This is an optimization exercise on Yosys and OpenROAD, whose aim is small area and a short achievable clock period, not a production implementation. Only simulation tests tie the RTL to the original design; equivalence was not proved.

==> v7 <==
// flow_switch_top
module flow_switch_top (
	input  logic                        clk,
	input  logic                        reset_L,
	input  logic                        i_psel,
	input  logic                        i_penable,
	input  logic                        i_pwrite,
	input  logic [4-1:0]          i_paddr,
	input  logic [8-1:0]          i_pwdata,
	output logic [8-1:0]          o_prdata,
	output logic                        o_pready,
	output logic                        o_pslverr,
	input  logic [4-1:0]          i_push,
	input  logic [4*6-1:0]  i_in_data,
	input  logic [4-1:0]          i_pop,
	output logic [4*6-1:0]  o_out_data,
	output logic [4-1:0]          o_out_empty
);
	logic [4-1:0]              in_empty;
	logic [4-1:0]              in_error;
	logic [4-1:0][6-1:0] in_head;
	logic [4-1:0]              in_pop;
	logic [4-1:0]              out_empty;
	logic [4-1:0]              out_af;
	logic [4-1:0]              out_error;
	logic [4-1:0]              out_wr;
	logic [3:0]                      xfer_data;
	logic                            enable;
	logic [3:0]                      af;
	logic                            af_wr;
	logic [3:0]                      af_wdata;
	for (genvar g = 0; g < 4; g++) begin : g_ch
		logic [3:0] out_head;
		logic       in_hv;
		fifo16 u_in_fifo (
			.clk        (clk),
			.reset_L    (reset_L),
			.i_wr       (i_push[g]),
			.i_wr_data  (i_in_data[g*6 +: 6]),
			.i_rd       (in_pop[g]),
			.o_head     (in_head[g]),
			.o_hv       (in_hv),
			.o_overrun  (in_error[g])
		);
		fifo16_out u_out_fifo (
			.clk        (clk),
			.reset_L    (reset_L),
			.i_wr       (out_wr[g]),
			.i_wr_data  (xfer_data),
			.i_rd       (i_pop[g]),
			.i_af       (af),
			.i_af_wr    (af_wr),
			.i_af_wdata (af_wdata),
			.o_head     (out_head),
			.o_empty    (out_empty[g]),
			.o_af       (out_af[g]),
			.o_underrun (out_error[g])
		);
		assign in_empty[g] = !in_hv;
  ...
==> flow/config.mk <==
export PLATFORM = sky130hd
export DESIGN_NAME = flow_switch_top
export DESIGN_NICKNAME = flow_switch_top
export VERILOG_FILES = /design/flow/design.v
export SDC_FILE = /design/flow/constraint.sdc
export NUM_CORES = 4
export LEC_CHECK = 0
export CAP_MARGIN = 20
export CORE_MARGIN = 2
export CORE_UTILIZATION = 45
export CTS_BUF_LIST = sky130_fd_sc_hd__clkbuf_8
export CTS_CLUSTER_DIAMETER = 50
export CTS_CLUSTER_SIZE = 16
export PLACE_DENSITY = 0.6
export SETUP_SLACK_MARGIN = 2.2
export SLEW_MARGIN = 20
==> flow/constraint.sdc <==
create_clock -name core_clock -period 5.0 [get_ports {clk}]
set_input_delay 1.0000 -clock core_clock [delete_from_list [all_inputs] [get_ports {clk}]]
set_output_delay 1.0000 -clock core_clock [all_outputs]
set_load 0.01 [all_outputs]
standard.sh (not shown) runs the stock make flow with config.mk's settings and CLKGATE_MAP_FILE= SYNTH_SCRIPT=/design/flow/synth_recipe.tcl, a recipe that flattens the netlist after the stock synthesis.
==> flow/flow/run.sh <==
#!/bin/bash
# Standard synthesis, then the combinational logic re-mapped by ABC with a
# delay target (registers untouched), then the standard layout steps.
set -euo pipefail
W=$(pwd)
R=$W/orfs/results/$FLOW_PLATFORM/flow_switch_top/base
LIB=$FLOW_HOME/platforms/sky130hd/lib/sky130_fd_sc_hd__tt_025C_1v80.lib
DELAY=${REMAP_DELAY_PS:-2000}
bash standard.sh synth > $W/synth.log 2>&1
cp $R/1_2_yosys.v $W/std_synth.v
sed -e "s|@LIB@|$LIB|g" -e "s|@IN@|$W/std_synth.v|g" -e "s|@OUT@|$W/remap.v|g" \
    -e "s|@DELAY@|$DELAY|g" flow/remap.ys.in > $W/remap.ys
yosys -s $W/remap.ys > $W/remap.log 2>&1
cp $W/remap.v $R/1_2_yosys.v
rm -f $R/1_synth.odb $R/1_synth.sdc
bash standard.sh finish > $W/finish.log 2>&1
==> flow/flow/remap.ys.in <==
# Re-map the combinational logic of the standard synthesis, delay first.
# Registers stay the instances the standard synthesis made.
read_liberty -ignore_miss_func @LIB@
read_verilog @IN@
hierarchy -top flow_switch_top
setattr -mod -set keep_hierarchy 1 sky130_fd_sc_hd__dfbbn_1 sky130_fd_sc_hd__dfbbn_2 sky130_fd_sc_hd__dfbbp_1 sky130_fd_sc_hd__dfrbp_1 sky130_fd_sc_hd__dfrbp_2 sky130_fd_sc_hd__dfrtn_1 sky130_fd_sc_hd__dfrtp_1 sky130_fd_sc_hd__dfrtp_2 sky130_fd_sc_hd__dfrtp_4 sky130_fd_sc_hd__dfsbp_1 sky130_fd_sc_hd__dfsbp_2 sky130_fd_sc_hd__dfstp_1 sky130_fd_sc_hd__dfstp_2 sky130_fd_sc_hd__dfstp_4 sky130_fd_sc_hd__dfxbp_1 sky130_fd_sc_hd__dfxbp_2 sky130_fd_sc_hd__dfxtp_1 sky130_fd_sc_hd__dfxtp_2 sky130_fd_sc_hd__dfxtp_4 sky130_fd_sc_hd__dlclkp_1 sky130_fd_sc_hd__dlclkp_2 sky130_fd_sc_hd__dlclkp_4 sky130_fd_sc_hd__dlrbn_1 sky130_fd_sc_hd__dlrbn_2 sky130_fd_sc_hd__dlrbp_1 sky130_fd_sc_hd__dlrbp_2 sky130_fd_sc_hd__dlrtn_1 sky130_fd_sc_hd__dlrtn_2 sky130_fd_sc_hd__dlrtn_4 sky130_fd_sc_hd__dlrtp_1 sky130_fd_sc_hd__dlrtp_2 sky130_fd_sc_hd__dlrtp_4 sky130_fd_sc_hd__dlxbn_1 sky130_fd_sc_hd__dlxbn_2 sky130_fd_sc_hd__dlxbp_1 sky130_fd_sc_hd__dlxtn_1 sky130_fd_sc_hd__dlxtn_2 sky130_fd_sc_hd__dlxtn_4 sky130_fd_sc_hd__dlxtp_1 sky130_fd_sc_hd__edfxbp_1 sky130_fd_sc_hd__edfxtp_1 sky130_fd_sc_hd__lpflow_inputisolatch_1 sky130_fd_sc_hd__sdfbbn_1 sky130_fd_sc_hd__sdfbbn_2 sky130_fd_sc_hd__sdfbbp_1 sky130_fd_sc_hd__sdfrbp_1 sky130_fd_sc_hd__sdfrbp_2 sky130_fd_sc_hd__sdfrtn_1 sky130_fd_sc_hd__sdfrtp_1 sky130_fd_sc_hd__sdfrtp_2 sky130_fd_sc_hd__sdfrtp_4 sky130_fd_sc_hd__sdfsbp_1 sky130_fd_sc_hd__sdfsbp_2 sky130_fd_sc_hd__sdfstp_1 sky130_fd_sc_hd__sdfstp_2 sky130_fd_sc_hd__sdfstp_4 sky130_fd_sc_hd__sdfxbp_1 sky130_fd_sc_hd__sdfxbp_2 sky130_fd_sc_hd__sdfxtp_1 sky130_fd_sc_hd__sdfxtp_2 sky130_fd_sc_hd__sdfxtp_4 sky130_fd_sc_hd__sdlclkp_1 sky130_fd_sc_hd__sdlclkp_2 sky130_fd_sc_hd__sdlclkp_4 sky130_fd_sc_hd__sedfxbp_1 sky130_fd_sc_hd__sedfxbp_2 sky130_fd_sc_hd__sedfxtp_1 sky130_fd_sc_hd__sedfxtp_2 sky130_fd_sc_hd__sedfxtp_4
setattr -set keep 1 t:sky130_fd_sc_hd__df* t:sky130_fd_sc_hd__edf* t:sky130_fd_sc_hd__sdf* t:sky130_fd_sc_hd__dl*
flatten
opt_clean
abc -D @DELAY@ -liberty @LIB@ -dont_use sky130_fd_sc_hd__probe_p_8 -dont_use sky130_fd_sc_hd__probec_p_8 -dont_use sky130_fd_sc_hd__lpflow_bleeder_1 -dont_use sky130_fd_sc_hd__lpflow_clkbufkapwr_1 -dont_use sky130_fd_sc_hd__lpflow_clkbufkapwr_16 -dont_use sky130_fd_sc_hd__lpflow_clkbufkapwr_2 -dont_use sky130_fd_sc_hd__lpflow_clkbufkapwr_4 -dont_use sky130_fd_sc_hd__lpflow_clkbufkapwr_8 -dont_use sky130_fd_sc_hd__lpflow_clkinvkapwr_1 -dont_use sky130_fd_sc_hd__lpflow_clkinvkapwr_16 -dont_use sky130_fd_sc_hd__lpflow_clkinvkapwr_2 -dont_use sky130_fd_sc_hd__lpflow_clkinvkapwr_4 -dont_use sky130_fd_sc_hd__lpflow_clkinvkapwr_8 -dont_use sky130_fd_sc_hd__lpflow_decapkapwr_12 -dont_use sky130_fd_sc_hd__lpflow_decapkapwr_3 -dont_use sky130_fd_sc_hd__lpflow_decapkapwr_4 -dont_use sky130_fd_sc_hd__lpflow_decapkapwr_6 -dont_use sky130_fd_sc_hd__lpflow_decapkapwr_8 -dont_use sky130_fd_sc_hd__lpflow_inputiso0n_1 -dont_use sky130_fd_sc_hd__lpflow_inputiso0p_1 -dont_use sky130_fd_sc_hd__lpflow_inputiso1n_1 -dont_use sky130_fd_sc_hd__lpflow_inputiso1p_1 -dont_use sky130_fd_sc_hd__lpflow_inputisolatch_1 -dont_use sky130_fd_sc_hd__lpflow_isobufsrc_1 -dont_use sky130_fd_sc_hd__lpflow_isobufsrc_16 -dont_use sky130_fd_sc_hd__lpflow_isobufsrc_2 -dont_use sky130_fd_sc_hd__lpflow_isobufsrc_4 -dont_use sky130_fd_sc_hd__lpflow_isobufsrc_8 -dont_use sky130_fd_sc_hd__lpflow_isobufsrckapwr_16 -dont_use sky130_fd_sc_hd__lpflow_lsbuf_lh_hl_isowell_tap_1 -dont_use sky130_fd_sc_hd__lpflow_lsbuf_lh_hl_isowell_tap_2 -dont_use sky130_fd_sc_hd__lpflow_lsbuf_lh_hl_isowell_tap_4 -dont_use sky130_fd_sc_hd__lpflow_lsbuf_lh_isowell_4 -dont_use sky130_fd_sc_hd__lpflow_lsbuf_lh_isowell_tap_1 -dont_use sky130_fd_sc_hd__lpflow_lsbuf_lh_isowell_tap_2 -dont_use sky130_fd_sc_hd__lpflow_lsbuf_lh_isowell_tap_4 -dont_use sky130_fd_sc_hd__fill_1 -dont_use sky130_fd_sc_hd__fill_2 -dont_use sky130_fd_sc_hd__fill_4 -dont_use sky130_fd_sc_hd__fill_8 
opt_clean -purge
splitnets
opt_clean -purge
hilomap -singleton -hicell sky130_fd_sc_hd__conb_1 HI -locell sky130_fd_sc_hd__conb_1 LO
insbuf -buf sky130_fd_sc_hd__buf_4 A X
rename -hide w:* i:* o:* %u %d
select flow_switch_top
stat -liberty @LIB@
write_verilog -noattr -nohex -nodec -selected @OUT@
==> v1: changes against v7 <==
--- a/flow/flow/run.sh
+++ b/flow/flow/run.sh
@@ -10,7 +10,7 @@
 cp $R/1_2_yosys.v $W/std_synth.v
 sed -e "s|@LIB@|$LIB|g" -e "s|@IN@|$W/std_synth.v|g" -e "s|@OUT@|$W/remap.v|g" \
-    -e "s|@DELAY@|$DELAY|g" flow/remap.ys.in > $W/remap.ys
+    -e "s|@DELAY@|$DELAY|g" -e "s|@CONSTR@|$W/flow/abc.constr|g" flow/remap.ys.in > $W/remap.ys
 yosys -s $W/remap.ys > $W/remap.log 2>&1
 cp $W/remap.v $R/1_2_yosys.v
 rm -f $R/1_synth.odb $R/1_synth.sdc
-bash standard.sh finish > $W/finish.log 2>&1
+bash standard.sh MATCH_CELL_FOOTPRINT=0 'BUFFER_PORTS_ARGS=-buffer_cell sky130_fd_sc_hd__buf_2' finish > $W/finish.log 2>&1
==> flow/flow/abc.constr (new file) <==
set_driving_cell sky130_fd_sc_hd__buf_1
set_load 5
--- a/flow/flow/remap.ys.in
+++ b/flow/flow/remap.ys.in
@@ -8,4 +8,9 @@
 flatten
 opt_clean
+# The APB read-data cone first, for delay alone: ABC cannot see that its
+# inputs arrive late and its outputs are due early
+select -set rdcone o:o_prdata o:o_pslverr %u %ci*:-sky130_fd_sc_hd__dfxtp_1[Q,D]:-sky130_fd_sc_hd__edfxtp_1[Q,D,DE]
+abc -D 100 -constr @CONSTR@ -liberty @LIB@ -dont_use sky130_fd_sc_hd__probe_p_8 -dont_use sky130_fd_sc_hd__probec_p_8 -dont_use sky130_fd_sc_hd__lpflow_bleeder_1 -dont_use sky130_fd_sc_hd__lpflow_clkbufkapwr_1 -dont_use sky130_fd_sc_hd__lpflow_clkbufkapwr_16 -dont_use sky130_fd_sc_hd__lpflow_clkbufkapwr_2 -dont_use sky130_fd_sc_hd__lpflow_clkbufkapwr_4 -dont_use sky130_fd_sc_hd__lpflow_clkbufkapwr_8 -dont_use sky130_fd_sc_hd__lpflow_clkinvkapwr_1 -dont_use sky130_fd_sc_hd__lpflow_clkinvkapwr_16 -dont_use sky130_fd_sc_hd__lpflow_clkinvkapwr_2 -dont_use sky130_fd_sc_hd__lpflow_clkinvkapwr_4 -dont_use sky130_fd_sc_hd__lpflow_clkinvkapwr_8 -dont_use sky130_fd_sc_hd__lpflow_decapkapwr_12 -dont_use sky130_fd_sc_hd__lpflow_decapkapwr_3 -dont_use sky130_fd_sc_hd__lpflow_decapkapwr_4 -dont_use sky130_fd_sc_hd__lpflow_decapkapwr_6 -dont_use sky130_fd_sc_hd__lpflow_decapkapwr_8 -dont_use sky130_fd_sc_hd__lpflow_inputiso0n_1 -dont_use sky130_fd_sc_hd__lpflow_inputiso0p_1 -dont_use sky130_fd_sc_hd__lpflow_inputiso1n_1 -dont_use sky130_fd_sc_hd__lpflow_inputiso1p_1 -dont_use sky130_fd_sc_hd__lpflow_inputisolatch_1 -dont_use sky130_fd_sc_hd__lpflow_isobufsrc_1 -dont_use sky130_fd_sc_hd__lpflow_isobufsrc_16 -dont_use sky130_fd_sc_hd__lpflow_isobufsrc_2 -dont_use sky130_fd_sc_hd__lpflow_isobufsrc_4 -dont_use sky130_fd_sc_hd__lpflow_isobufsrc_8 -dont_use sky130_fd_sc_hd__lpflow_isobufsrckapwr_16 -dont_use sky130_fd_sc_hd__lpflow_lsbuf_lh_hl_isowell_tap_1 -dont_use sky130_fd_sc_hd__lpflow_lsbuf_lh_hl_isowell_tap_2 -dont_use sky130_fd_sc_hd__lpflow_lsbuf_lh_hl_isowell_tap_4 -dont_use sky130_fd_sc_hd__lpflow_lsbuf_lh_isowell_4 -dont_use sky130_fd_sc_hd__lpflow_lsbuf_lh_isowell_tap_1 -dont_use sky130_fd_sc_hd__lpflow_lsbuf_lh_isowell_tap_2 -dont_use sky130_fd_sc_hd__lpflow_lsbuf_lh_isowell_tap_4 -dont_use sky130_fd_sc_hd__fill_1 -dont_use sky130_fd_sc_hd__fill_2 -dont_use sky130_fd_sc_hd__fill_4 -dont_use sky130_fd_sc_hd__fill_8  @rdcone
+select -clear
 abc -D @DELAY@ -liberty @LIB@ -dont_use sky130_fd_sc_hd__probe_p_8 -dont_use sky130_fd_sc_hd__probec_p_8 -dont_use sky130_fd_sc_hd__lpflow_bleeder_1 -dont_use sky130_fd_sc_hd__lpflow_clkbufkapwr_1 -dont_use sky130_fd_sc_hd__lpflow_clkbufkapwr_16 -dont_use sky130_fd_sc_hd__lpflow_clkbufkapwr_2 -dont_use sky130_fd_sc_hd__lpflow_clkbufkapwr_4 -dont_use sky130_fd_sc_hd__lpflow_clkbufkapwr_8 -dont_use sky130_fd_sc_hd__lpflow_clkinvkapwr_1 -dont_use sky130_fd_sc_hd__lpflow_clkinvkapwr_16 -dont_use sky130_fd_sc_hd__lpflow_clkinvkapwr_2 -dont_use sky130_fd_sc_hd__lpflow_clkinvkapwr_4 -dont_use sky130_fd_sc_hd__lpflow_clkinvkapwr_8 -dont_use sky130_fd_sc_hd__lpflow_decapkapwr_12 -dont_use sky130_fd_sc_hd__lpflow_decapkapwr_3 -dont_use sky130_fd_sc_hd__lpflow_decapkapwr_4 -dont_use sky130_fd_sc_hd__lpflow_decapkapwr_6 -dont_use sky130_fd_sc_hd__lpflow_decapkapwr_8 -dont_use sky130_fd_sc_hd__lpflow_inputiso0n_1 -dont_use sky130_fd_sc_hd__lpflow_inputiso0p_1 -dont_use sky130_fd_sc_hd__lpflow_inputiso1n_1 -dont_use sky130_fd_sc_hd__lpflow_inputiso1p_1 -dont_use sky130_fd_sc_hd__lpflow_inputisolatch_1 -dont_use sky130_fd_sc_hd__lpflow_isobufsrc_1 -dont_use sky130_fd_sc_hd__lpflow_isobufsrc_16 -dont_use sky130_fd_sc_hd__lpflow_isobufsrc_2 -dont_use sky130_fd_sc_hd__lpflow_isobufsrc_4 -dont_use sky130_fd_sc_hd__lpflow_isobufsrc_8 -dont_use sky130_fd_sc_hd__lpflow_isobufsrckapwr_16 -dont_use sky130_fd_sc_hd__lpflow_lsbuf_lh_hl_isowell_tap_1 -dont_use sky130_fd_sc_hd__lpflow_lsbuf_lh_hl_isowell_tap_2 -dont_use sky130_fd_sc_hd__lpflow_lsbuf_lh_hl_isowell_tap_4 -dont_use sky130_fd_sc_hd__lpflow_lsbuf_lh_isowell_4 -dont_use sky130_fd_sc_hd__lpflow_lsbuf_lh_isowell_tap_1 -dont_use sky130_fd_sc_hd__lpflow_lsbuf_lh_isowell_tap_2 -dont_use sky130_fd_sc_hd__lpflow_lsbuf_lh_isowell_tap_4 -dont_use sky130_fd_sc_hd__fill_1 -dont_use sky130_fd_sc_hd__fill_2 -dont_use sky130_fd_sc_hd__fill_4 -dont_use sky130_fd_sc_hd__fill_8 
 opt_clean -purge
SETUP_SLACK_MARGIN = 2.6   (was 2.2)
==> v8: changes against v7 <==
CTS_BUF_LIST = unset   (was sky130_fd_sc_hd__clkbuf_8)
CTS_CLUSTER_DIAMETER = unset   (was 50)
CTS_CLUSTER_SIZE = unset   (was 16)
==> results.toml <==
[global_routing]
grt_pass1_wl_um = 115000
grt_pass1_vias = 19300

[setup_path]
worstPathBufferInverterCount = 5

[run_status]
status = "timing/DRC/antenna clean"

[floorplan]
initial_core_util = 0.454

[power]
p_comb_frac = 0.181
(the above is from v1)
==> results.toml <==
[run_status]
status = "timing/DRC/antenna clean"

[run]
cap_violations = 0

[power]
p_comb_frac = 0.142

[global_routing]
grt_pass1_vias = 18500
grt_pass1_wl_um = 110000

[setup_path]
required_ps = 4000
worstPathBufferInverterCount = 2

[place]
io_buffers = 81

[drt]
wirelength_um = 71900

[floorplan]
initial_core_util = 0.453
(the above is from v8)
==> results.toml <==
[cts]
hold_buffers = 0

[setup_path]
worstPathBufferInverterCount = 3

[global_routing]
grt_pass1_wl_um = 110000
grt_pass1_vias = 18500

[floorplan]
initial_core_util = 0.453

[drt]
vias_per_cell = 6.03

[hold_path]
hold_class = "register to register"

[run_status]
status = "timing/DRC/antenna clean"

[power]
p_comb_frac = 0.160
(the above is from v7)

## re-timing with driven ports
How much do the figures lean on ideal ports? The routed layouts below were timed once more, with nothing changed but the port constraints.
Step 1, drivers: a clkbuf_16 drives clk and a buf_2 each remaining input, both assumed.
Step 2 also shifts input and output timing later by t, the mid clock arrival at the registers, as if the neighbouring blocks saw the same clock.
a / b / c = ideal / step 1 / step 2; a / b = the first two.
| run | t (ns) | setup WS [ns] | clock arrival spread, ns | worst data-port slew with drivers (ns) |
|---|---|---|---|---|
| v7 | 0.736 | 2.137 / 2.081 / 1.578 | 0.048 / 0.048 | 0.07 |
| v1 | 0.762 | 2.156 / 2.070 / 1.987 | 0.045 / 0.045 | 0.13 |
| v8 | 0.674 | 2.162 / 2.126 / 1.650 | 0.029 / 0.029 | 0.08 |
After both steps every run listed still meets setup and hold. The setup slack of v7, which loses most, moves by -0.056 ns with the drivers and by -0.559 ns with both steps.
